This is an optimization exercise on Yosys and OpenROAD, whose aim is small area and few clock cycles per item, not a production implementation. At most, simulation tests tie the RTL to the original design; equivalence was not proved. Power and IR drop assume default switching activity. No driver is modelled on the clock port, so clocking that relies on it looks cheaper here than on a real chip.

## alpha
==> module cp_insert, before the edit <==
module cp_insert
#(
   parameter int WIDTH = 32,
   parameter int N     = 64,
   parameter int B     = 6,
   parameter int CP    = 16
) (
   input  logic             clk,
   input  logic             rst,
   input  logic             ena_in,
   input  logic [WIDTH-1:0] dat_in,
   output logic             in_rdy,
   output logic             val_out,
   output logic             sym_sta,
   output logic [WIDTH-1:0] dat_out
);
   if (N != 64 || B != 6 || CP != 16) begin : g_bad_par
      $error("cp_insert: this implementation is built for N = 64, B = 6, CP = 16");
   end
   logic [B-1:0] ph, ph_nxt;
   logic [B-1:0] wa, wa_nxt;
   logic [B-1:0] wpos;
   logic         full, full_nxt;
   logic         act, act_nxt;
   logic         body, body_nxt;
   logic [1:0]   tsel;
   logic [3:0]   toh, toh_nxt;
   logic [B-1:0] ra;
   logic         free, rdy, acc, last_in, last_pfx, last_out, start;
   logic [N/4-1:0] ins;
   assign tsel = {toh[3] | toh[2], toh[3] | toh[1]};
   assign ra   = {ph[5:4] - tsel, ph[3:0]};
   assign wpos = ph + B'(1) - wa;
   assign free = !full || (act && body && wa <= ra);
   assign rdy  = (wpos[1:0] == 2'b01) && free;
   assign acc  = ena_in && rdy;
   always_comb begin
      ins = '0;
      if (acc) ins[wpos[B-1:2]] = 1'b1;
   end
   assign last_in  = acc && (wa == B'(N - 1));
   assign last_pfx = act && !body && (ph[3:0] == 4'hf);
   assign last_out = act && body && (ra == B'(N - 1));
   assign wa_nxt   = acc ? wa + B'(1) : wa;
   assign full_nxt = last_in || (full && !last_out);
   assign ph_nxt   = (!full_nxt && wa_nxt == '0) ? '0 : ph + B'(1);
   assign start    = full_nxt && (!act || last_out) && (ph_nxt[3:0] == 4'h0);
   always_comb begin
      act_nxt  = act;
      body_nxt = body;
      toh_nxt  = toh;
      if (start) begin
         act_nxt  = 1'b1;
         body_nxt = 1'b0;
         toh_nxt  = 4'b0001 << (ph_nxt[5:4] + 2'd1);
      end else begin
         if (last_pfx) body_nxt = 1'b1;
         if (last_out) act_nxt  = 1'b0;
      end
   end
   always_ff @(posedge clk or negedge rst) begin
      if (!rst) begin
         ph   <= '0;
         wa   <= '0;
         full <= 1'b0;
         act  <= 1'b0;
      end else begin
         ph   <= ph_nxt;
         wa   <= wa_nxt;
         full <= full_nxt;
         act  <= act_nxt;
      end
   end
   always_ff @(posedge clk) begin
      body <= body_nxt;
      toh  <= toh_nxt;
   end
   cp_ram #(
      .WIDTH (WIDTH),
      .N     (N)
   ) u_ram (
      .clk (clk),
      .ins (ins),
      .wd  (dat_in),
      .tap (toh),
      .rd  (dat_out)
   );
   assign in_rdy  = rdy;
   assign val_out = act;
   assign sym_sta = act && !body && (ph[3:0] == 4'h0);
endmodule
clock: 7.0 ns
lec_check: 0
cap_margin: 0
core_margin: 2
core_utilization: 60
cts_buf_list: sky130_fd_sc_hd__clkbuf_16
cts_cluster_diameter: 100
cts_cluster_size: 34
slew_margin: 0
synth_memory_max_bits: 16384
standard.sh (not shown) runs the stock make flow with config.mk's settings and CLKGATE_MAP_FILE= SYNTH_SCRIPT=/design/flow/synth_recipe.tcl, a recipe that flattens the netlist after the stock synthesis.
==> flow/flow/run.sh <==
#!/bin/bash
set -e
export BUFFER_PORTS_ARGS="-buffer_cell sky130_fd_sc_hd__buf_1"
export CTS_ARGS="-sink_clustering_enable -repair_clock_nets -sink_clustering_size 34 -sink_clustering_max_diameter 100 -buf_list sky130_fd_sc_hd__clkbuf_16 -dont_use_dummy_load"
bash standard.sh > standard.log 2>&1
Inputs modified between alpha and beta:
--- a/flow/design.v
+++ b/flow/design.v
@@ -59,11 +59,10 @@
    logic         act, act_nxt;
    logic         body, body_nxt;
-   logic [1:0]   tsel;
+   logic [1:0]   tsel, tsel_nxt;
    logic [3:0]   toh, toh_nxt;
    logic [B-1:0] ra;
    logic         free, rdy, acc, last_in, last_pfx, last_out, start;
    logic [N/4-1:0] ins;
-   assign tsel = {toh[3] | toh[2], toh[3] | toh[1]};
-   assign ra   = {ph[5:4] - tsel, ph[3:0]};
+   assign ra = {ph[5:4] - tsel, ph[3:0]};
    assign wpos = ph + B'(1) - wa;
    assign free = !full || (act && body && wa <= ra);
@@ -84,8 +83,10 @@
       act_nxt  = act;
       body_nxt = body;
+      tsel_nxt = tsel;
       toh_nxt  = toh;
       if (start) begin
          act_nxt  = 1'b1;
          body_nxt = 1'b0;
+         tsel_nxt = ph_nxt[5:4] + 2'd1;
          toh_nxt  = 4'b0001 << (ph_nxt[5:4] + 2'd1);
       end else begin
@@ -109,4 +110,5 @@
    always_ff @(posedge clk) begin
       body <= body_nxt;
+      tsel <= tsel_nxt;
       toh  <= toh_nxt;
    end
Findings:
- Across alpha and beta, none had a timing, DRC or antenna violation.
- beta gives more critical path depth in cells than alpha did.
- What alpha reported for power density normalized to cell area has to be multiplied by 1.12 to get the figure for beta.
- Between beta and alpha, the number of instances in the placed design does not differ in any meaningful way.
- Setup slack in beta is larger than in alpha.
- NOTE: average vias per placed instance in beta exceeds that of alpha
Testbench counts of beta, summed over its fixed seeds: cycles 15,872, symbols 192.
Only the layout flow was run in alpha; the RTL was not checked for function there.


Setup of before:
The RTL this note starts from:
==> flow/design.v <==
package ofdm_pkg;
  localparam int N_FFT    = 64;
  localparam int LOG2_N   = 6;
  localparam int CP_LEN   = 16;
  localparam int SAMPLE_W = 32;
  typedef enum logic [1:0] {
    IDLE = 2'd0,
    PFX  = 2'd1,
    BODY = 2'd2
  } rd_state_e;
endpackage
module cp_ram
#(
   parameter int WIDTH = 32,
   parameter int N     = 64
) (
   input  logic             clk,
   input  logic [N/4-1:0]   ins,      
   input  logic [WIDTH-1:0] wd,
   input  logic [1:0]       tap,      
   output logic [WIDTH-1:0] rd
);
   logic [WIDTH-1:0] ring [N];
   logic [WIDTH-1:0] wd_n;
   assign wd_n = ~wd;
   always_ff @(posedge clk) begin
      for (int p = 0; p < N; p++) begin
         if (p % 4 == 1) ring[p] <= ins[p / 4] ? (((p / 4) % 2 == 1) ? wd_n : wd)
                                               : ~ring[(p + N - 1) % N];
         else            ring[p] <= ring[(p + N - 1) % N];
      end
   end
   always_comb begin
      case (tap)
         2'd0:    rd = ~ring[0];
         2'd1:    rd = ~ring[N / 4];
         2'd2:    rd = ~ring[N / 2];
         default: rd = ~ring[3 * N / 4];
      endcase
   end
endmodule
module cp_insert
#(
   parameter int WIDTH = 32,
   parameter int N     = 64,
   parameter int B     = 6,
   parameter int CP    = 16
) (
   input  logic             clk,
   input  logic             rst,
   input  logic             ena_in,
   input  logic [WIDTH-1:0] dat_in,
   output logic             in_rdy,
   output logic             val_out,
   output logic             sym_sta,
   output logic [WIDTH-1:0] dat_out
);
   if (N != 64 || B != 6 || CP != 16) begin : g_bad_par
      $error("cp_insert: this implementation is built for N = 64, B = 6, CP = 16");
   end
   logic [B-1:0] ph, ph_nxt;
   logic [B-1:0] wa, wa_nxt;
   logic [B-1:0] wpos;
   logic         full, full_nxt;
   logic         act, act_nxt;
   logic         body, body_nxt;
   logic [1:0]   tsel, tsel_nxt;
   logic [B-1:0] ra;
   logic         free, rdy, acc, last_in, last_pfx, last_out, start;
   logic [N/4-1:0] ins;
   assign ra = {ph[5:4] - tsel, ph[3:0]};
   assign wpos = ph + B'(1) - wa;
   assign free = !full || (act && body && wa <= ra);
   assign rdy  = (wpos[1:0] == 2'b01) && free;
   assign acc  = ena_in && rdy;
   always_comb begin
      ins = '0;
      if (acc) ins[wpos[B-1:2]] = 1'b1;
   end
   assign last_in  = acc && (wa == B'(N - 1));
   assign last_pfx = act && !body && (ph[3:0] == 4'hf);
   assign last_out = act && body && (ra == B'(N - 1));
   assign wa_nxt   = acc ? wa + B'(1) : wa;
   assign full_nxt = last_in || (full && !last_out);
   assign ph_nxt   = (!full_nxt && wa_nxt == '0) ? '0 : ph + B'(1);
   assign start    = full_nxt && (!act || last_out) && (ph_nxt[3:0] == 4'h0);
   always_comb begin
      act_nxt  = act;
      body_nxt = body;
      tsel_nxt = tsel;
      if (start) begin
         act_nxt  = 1'b1;
         body_nxt = 1'b0;
         tsel_nxt = ph_nxt[5:4] + 2'd1;
      end else begin
         if (last_pfx) body_nxt = 1'b1;
         if (last_out) act_nxt  = 1'b0;
      end
   end
   always_ff @(posedge clk or negedge rst) begin
      if (!rst) begin
         ph   <= '0;
         wa   <= '0;
         full <= 1'b0;
         act  <= 1'b0;
      end else begin
         ph   <= ph_nxt;
         wa   <= wa_nxt;
         full <= full_nxt;
         act  <= act_nxt;
      end
   end
   always_ff @(posedge clk) begin
      body <= body_nxt;
      tsel <= tsel_nxt;
   end
   cp_ram #(
      .WIDTH (WIDTH),
      .N     (N)
   ) u_ram (
      .clk (clk),
      .ins (ins),
      .wd  (dat_in),
      .tap (tsel),
      .rd  (dat_out)
   );
   assign in_rdy  = rdy;
   assign val_out = act;
   assign sym_sta = act && !body && (ph[3:0] == 4'h0);
endmodule
make LEC_CHECK=0 CAP_MARGIN=20 CORE_MARGIN=2 CORE_UTILIZATION=60 CTS_BUF_LIST=sky130_fd_sc_hd__clkbuf_16 CTS_CLUSTER_DIAMETER=70 CTS_CLUSTER_SIZE=32 SLEW_MARGIN=20 SYNTH_MEMORY_MAX_BITS=16384 finish   # period 7.0 ns
run.sh (not shown) runs the stock make flow with config.mk's settings and CLKGATE_MAP_FILE= SYNTH_SCRIPT=/design/flow/synth_recipe.tcl, a recipe that flattens the netlist after the stock synthesis.
Stock flow here: none of the scripts above is used.
Here is what was changed in the inputs of after compared with before.
--- a/flow/design.v
+++ b/flow/design.v
@@ -15,31 +15,25 @@
    parameter int N     = 64
 ) (
    input  logic             clk,
    input  logic [N/4-1:0]   ins,      
    input  logic [WIDTH-1:0] wd,
-   input  logic [1:0]       tap,      
+   input  logic [3:0]       tap,      
    output logic [WIDTH-1:0] rd
 );
    logic [WIDTH-1:0] ring [N];
    logic [WIDTH-1:0] wd_n;
    assign wd_n = ~wd;
    always_ff @(posedge clk) begin
       for (int p = 0; p < N; p++) begin
-         if (p % 4 == 1) ring[p] <= ins[p / 4] ? (((p / 4) % 2 == 1) ? wd_n : wd)
+         if (p % 4 == 1) ring[p] <= ins[p / 4] ? (((p / 4) % 2 == 0) ? wd_n : wd)
                                                : ~ring[(p + N - 1) % N];
          else            ring[p] <= ring[(p + N - 1) % N];
       end
    end
-   always_comb begin
-      case (tap)
-         2'd0:    rd = ~ring[0];
-         2'd1:    rd = ~ring[N / 4];
-         2'd2:    rd = ~ring[N / 2];
-         default: rd = ~ring[3 * N / 4];
-      endcase
-   end
+   assign rd = ({WIDTH{tap[0]}} & ring[0])     | ({WIDTH{tap[1]}} & ring[N / 4]) |
+               ({WIDTH{tap[2]}} & ring[N / 2]) | ({WIDTH{tap[3]}} & ring[3 * N / 4]);
 endmodule
 module cp_insert
 #(
    parameter int WIDTH = 32,
    parameter int N     = 64,
@@ -63,10 +57,11 @@
    logic [B-1:0] wpos;
    logic         full, full_nxt;
    logic         act, act_nxt;
    logic         body, body_nxt;
    logic [1:0]   tsel, tsel_nxt;
+   logic [3:0]   toh, toh_nxt;
    logic [B-1:0] ra;
    logic         free, rdy, acc, last_in, last_pfx, last_out, start;
    logic [N/4-1:0] ins;
    assign ra = {ph[5:4] - tsel, ph[3:0]};
    assign wpos = ph + B'(1) - wa;
@@ -86,14 +81,16 @@
    assign start    = full_nxt && (!act || last_out) && (ph_nxt[3:0] == 4'h0);
    always_comb begin
       act_nxt  = act;
       body_nxt = body;
       tsel_nxt = tsel;
+      toh_nxt  = toh;
       if (start) begin
          act_nxt  = 1'b1;
          body_nxt = 1'b0;
          tsel_nxt = ph_nxt[5:4] + 2'd1;
+         toh_nxt  = 4'b0001 << (ph_nxt[5:4] + 2'd1);
       end else begin
          if (last_pfx) body_nxt = 1'b1;
          if (last_out) act_nxt  = 1'b0;
       end
    end
@@ -111,19 +108,20 @@
       end
    end
    always_ff @(posedge clk) begin
       body <= body_nxt;
       tsel <= tsel_nxt;
+      toh  <= toh_nxt;
    end
    cp_ram #(
       .WIDTH (WIDTH),
       .N     (N)
    ) u_ram (
       .clk (clk),
       .ins (ins),
       .wd  (dat_in),
-      .tap (tsel),
+      .tap (toh),
       .rd  (dat_out)
    );
    assign in_rdy  = rdy;
    assign val_out = act;
    assign sym_sta = act && !body && (ph[3:0] == 4'h0);
==> results.txt <==
after against before: synthesized cell area has decreased, cell area after placement has decreased, post-synthesis mux area share has decreased, global routing usage on met2 has increased, instance count after placement with tap cells included has increased. Cmp after vs before: all-layer global routing usage higher in after.
Testbench counts of after, summed over its fixed seeds: cycles 15,872, symbols 192.
Function not checked in before: the RTL went through the layout flow alone.

==> afterwards: timing with drivers on the ports <==
The flow's constraints put no driver on any port. The routed layouts listed below were extracted and timed again, unchanged, in two steps.
Step 1 assumes that a clkbuf_16 drives the clock port and a buf_2 every other input.
Step 2 moves the port delays by t, midway between the first and last clock arrival at a register: inputs arrive t later, outputs are due t later. That takes back most of the time a late clock gives input paths.
a / b / c = ideal ports / drivers / drivers and shift; a / b = the first two.
| run | shift t [ns] | slack for setup (ns) | worst setup path after step 2 | slew at the worst register clock pin (ns) | worst data-port slew with drivers (ns) |
|---|---|---|---|---|---|
| alpha | 0.686 | 1.670 / 1.670 / 1.670 | register to register | 0.12 / 0.12 | 0.10 |
| beta | 0.681 | 1.990 / 1.990 / 1.990 | register to register | 0.12 / 0.12 | 0.09 |
| before | 0.702 | 1.827 / 1.827 / 1.827 | register to register | 0.11 / 0.11 | 0.11 |
| after | 0.705 | 1.917 / 1.917 / 1.917 | register to register | 0.11 / 0.11 | 0.10 |
After both steps setup and hold are still met in every run listed.
